Background: an optimization exercise with open tools, aiming at small area. Do not read the settings as production practice.
In this exercise RTL edits were held to simulation tests only and were not proved equivalent to the original.
Power is estimated from default activity; no workload was simulated.

==> flow/design.v (excerpt) <==
module l2_gan_param_loader (
    input  logic                 clk,
    input  logic                 rst,
    input  logic                 start,
    input  logic [WIDTH-1:0]     in_data,
    input  logic                 in_valid,
    output logic                 in_ready,
    output logic                 busy,
    output logic                 params_valid,
    output logic [6:0]           word_cnt,
    output logic                 cksum_err,
    output logic [255:0]         L1_w,
    output logic [63:0]          L1_b,
    output logic [127:0]         L2_w,
    output logic [31:0]          L2_b,
    output logic [31:0]          L3_w,
    output logic [15:0]          L3_b,
    output logic [15:0]          L4_w,
    output logic [15:0]          L4_b,
    output logic [15:0]          L5_w,
    output logic [15:0]          L5_b,
    output logic [31:0]          L6_w,
    output logic [31:0]          L6_b,
    output logic [127:0]         L7_w,
    output logic [63:0]          L7_b,
    output logic [255:0]         L8_w,
    output logic [63:0]          L8_b
);
For scale: roughly 1400 cells after synthesis, about 1200 flip-flops, roughly 1200 I/O pins, roughly 37000 sq um of cells after synthesis.
==> module l2_gan_param_loader, before the edit <==
module l2_gan_param_loader (
    input  logic                 clk,
    input  logic                 rst,
    input  logic                 start,
    input  logic [WIDTH-1:0]     in_data,
    input  logic                 in_valid,
    output logic                 in_ready,
    output logic                 busy,
    output logic                 params_valid,
    output logic [6:0]           word_cnt,
    output logic                 cksum_err,
    output logic [255:0]         L1_w,
    output logic [63:0]          L1_b,
    output logic [127:0]         L2_w,
    output logic [31:0]          L2_b,
    output logic [31:0]          L3_w,
    output logic [15:0]          L3_b,
    output logic [15:0]          L4_w,
    output logic [15:0]          L4_b,
    output logic [15:0]          L5_w,
    output logic [15:0]          L5_b,
    output logic [31:0]          L6_w,
    output logic [31:0]          L6_b,
    output logic [127:0]         L7_w,
    output logic [63:0]          L7_b,
    output logic [255:0]         L8_w,
    output logic [63:0]          L8_b
);
    logic                          busy_q;
    logic [6:0]                    cnt_q;
    logic [WIDTH*TOTAL_WORDS-1:0]  bank_q;
    logic                          accept;
    logic                          last;      
    logic                          store;
    assign last   = cnt_q[6] & cnt_q[3] & cnt_q[0];
    assign accept = busy_q & in_valid & ~start;
    assign store  = accept & ~last;
    always_ff @(posedge clk or posedge rst) begin
        if (rst) begin
            busy_q <= 1'b0;
            cnt_q  <= '0;
        end else if (start) begin
            busy_q <= 1'b1;
            cnt_q  <= '0;
        end else if (accept) begin
            busy_q <= ~last;
            cnt_q  <= cnt_q + 7'd1;
        end
    end
    always_ff @(posedge clk) begin
        if (store) bank_q <= {in_data, bank_q[WIDTH*TOTAL_WORDS-1:WIDTH]};
    end
    logic [WIDTH-1:0] sum_q;
    logic             done;
    always_ff @(posedge clk) begin
        sum_q <= (sum_q & {WIDTH{~start}}) + (in_data & {WIDTH{accept}});
    end
    assign done         = ~busy_q & cnt_q[1];
    assign cksum_err    = done & (|sum_q);
    assign params_valid = done & ~(|sum_q);
    assign in_ready = busy_q;
    assign busy     = busy_q;
    assign word_cnt = cnt_q;
    assign L1_w = bank_q[L1_W_BASE*WIDTH +: L1_W_LEN*WIDTH];
    assign L1_b = bank_q[L1_B_BASE*WIDTH +: L1_B_LEN*WIDTH];
    assign L2_w = bank_q[L2_W_BASE*WIDTH +: L2_W_LEN*WIDTH];
    assign L2_b = bank_q[L2_B_BASE*WIDTH +: L2_B_LEN*WIDTH];
    assign L3_w = bank_q[L3_W_BASE*WIDTH +: L3_W_LEN*WIDTH];
    assign L3_b = bank_q[L3_B_BASE*WIDTH +: L3_B_LEN*WIDTH];
    assign L4_w = bank_q[L4_W_BASE*WIDTH +: L4_W_LEN*WIDTH];
    assign L4_b = bank_q[L4_B_BASE*WIDTH +: L4_B_LEN*WIDTH];
    assign L5_w = bank_q[L5_W_BASE*WIDTH +: L5_W_LEN*WIDTH];
    assign L5_b = bank_q[L5_B_BASE*WIDTH +: L5_B_LEN*WIDTH];
    assign L6_w = bank_q[L6_W_BASE*WIDTH +: L6_W_LEN*WIDTH];
    assign L6_b = bank_q[L6_B_BASE*WIDTH +: L6_B_LEN*WIDTH];
    assign L7_w = bank_q[L7_W_BASE*WIDTH +: L7_W_LEN*WIDTH];
    assign L7_b = bank_q[L7_B_BASE*WIDTH +: L7_B_LEN*WIDTH];
    assign L8_w = bank_q[L8_W_BASE*WIDTH +: L8_W_LEN*WIDTH];
    assign L8_b = bank_q[L8_B_BASE*WIDTH +: L8_B_LEN*WIDTH];
endmodule
Settings: LEC_CHECK=0, CAP_MARGIN=20, CORE_AREA=5 5 255 255, DIE_AREA=0 0 260 260, SLEW_MARGIN=20; clock period 5.0 ns.
standard.sh (not shown) runs the stock make flow with config.mk's settings and CLKGATE_MAP_FILE= SYNTH_SCRIPT=/design/flow/synth_recipe.tcl, a recipe that flattens the netlist after the stock synthesis.
==> flow/flow/run.sh <==
#!/bin/bash
# Standard layout, except: the port buffers are the smallest buffer cell, the
# pins may sit one track apart (so a smaller die fits them), and the clock tree
# uses small leaf clock buffers under a strong root, without dummy loads.
set -e
export BUFFER_PORTS_ARGS="-buffer_cell sky130_fd_sc_hd__buf_1"
export PLACE_PINS_ARGS="-min_distance 1 -min_distance_in_tracks"
export CTS_ARGS="-sink_clustering_enable -repair_clock_nets -sink_clustering_size 10 -sink_clustering_max_diameter 35 -buf_list {sky130_fd_sc_hd__clkbuf_4 sky130_fd_sc_hd__clkbuf_8} -root_buf sky130_fd_sc_hd__clkbuf_16 -sink_clustering_buffer sky130_fd_sc_hd__clkbuf_4 -dont_use_dummy_load"
bash standard.sh > standard.log 2>&1
Change:
--- a/flow/design.v
+++ b/flow/design.v
@@ -66,16 +66,13 @@
     assign store  = accept & ~last;
     always_ff @(posedge clk or posedge rst) begin
         if (rst) begin
             busy_q <= 1'b0;
             cnt_q  <= '0;
-        end else if (start) begin
-            busy_q <= 1'b1;
-            cnt_q  <= '0;
-        end else if (accept) begin
-            busy_q <= ~last;
-            cnt_q  <= cnt_q + 7'd1;
+        end else begin
+            busy_q <= start | (busy_q & ~(in_valid & last));
+            cnt_q  <= (cnt_q & {7{~start}}) + {6'd0, accept};
         end
     end
     always_ff @(posedge clk) begin
         if (store) bank_q <= {in_data, bank_q[WIDTH*TOTAL_WORDS-1:WIDTH]};
     end
The changed run passed the timing, design-rule and antenna checks.
Routed wire length grows slightly.
Worst setup slack improved by 0.12 ns.
Via count barely changes.
Total power is about the same.
Global-route usage barely changes.
First-iteration DRC count grows by a little under a tenth.
Hold slack got worse by 0.018 ns.
Clock power barely changes.
Maximum frequency grows by a few percent.
Count of clock-buffer cells in the layout grows by 1.
Area after synthesis hardly moves.
Combinational power shrinks by a few percent.
Flip-flop and latch count is unchanged.

-- port drivers added, routing unchanged --
In the flow no input, the clock included, has a driving cell. The finished layouts below were timed again as built, in two steps.
Step 1 assumes that a clkbuf_16 drives the clock port and a buf_2 every other input.
Step 2 adds t to the input delays and takes it off the output delays; t is the mean of the earliest and latest rising clock arrival at the registers after step 1. Input paths then give back, and output paths get back, about the clock's delay inside the block.
Three values: ideal, step 1, step 2; two values: the first two.
run	t, ns	slack for setup (ns)	hold slack, ns	worst setup path after step 2	latest minus earliest clock arrival (ns)
the first run	0.679	1.816 / 1.754 / 1.275	0.300 / 0.286 / 0.386	input to register	0.101 / 0.100
the second run	0.675	1.936 / 1.955 / 1.280	0.282 / 0.272 / 0.411	input to register	0.111 / 0.111
After both steps every run listed still meets setup and hold. The setup slack of the second run, which loses most, moves by +0.019 ns with the drivers and by -0.656 ns with both steps.
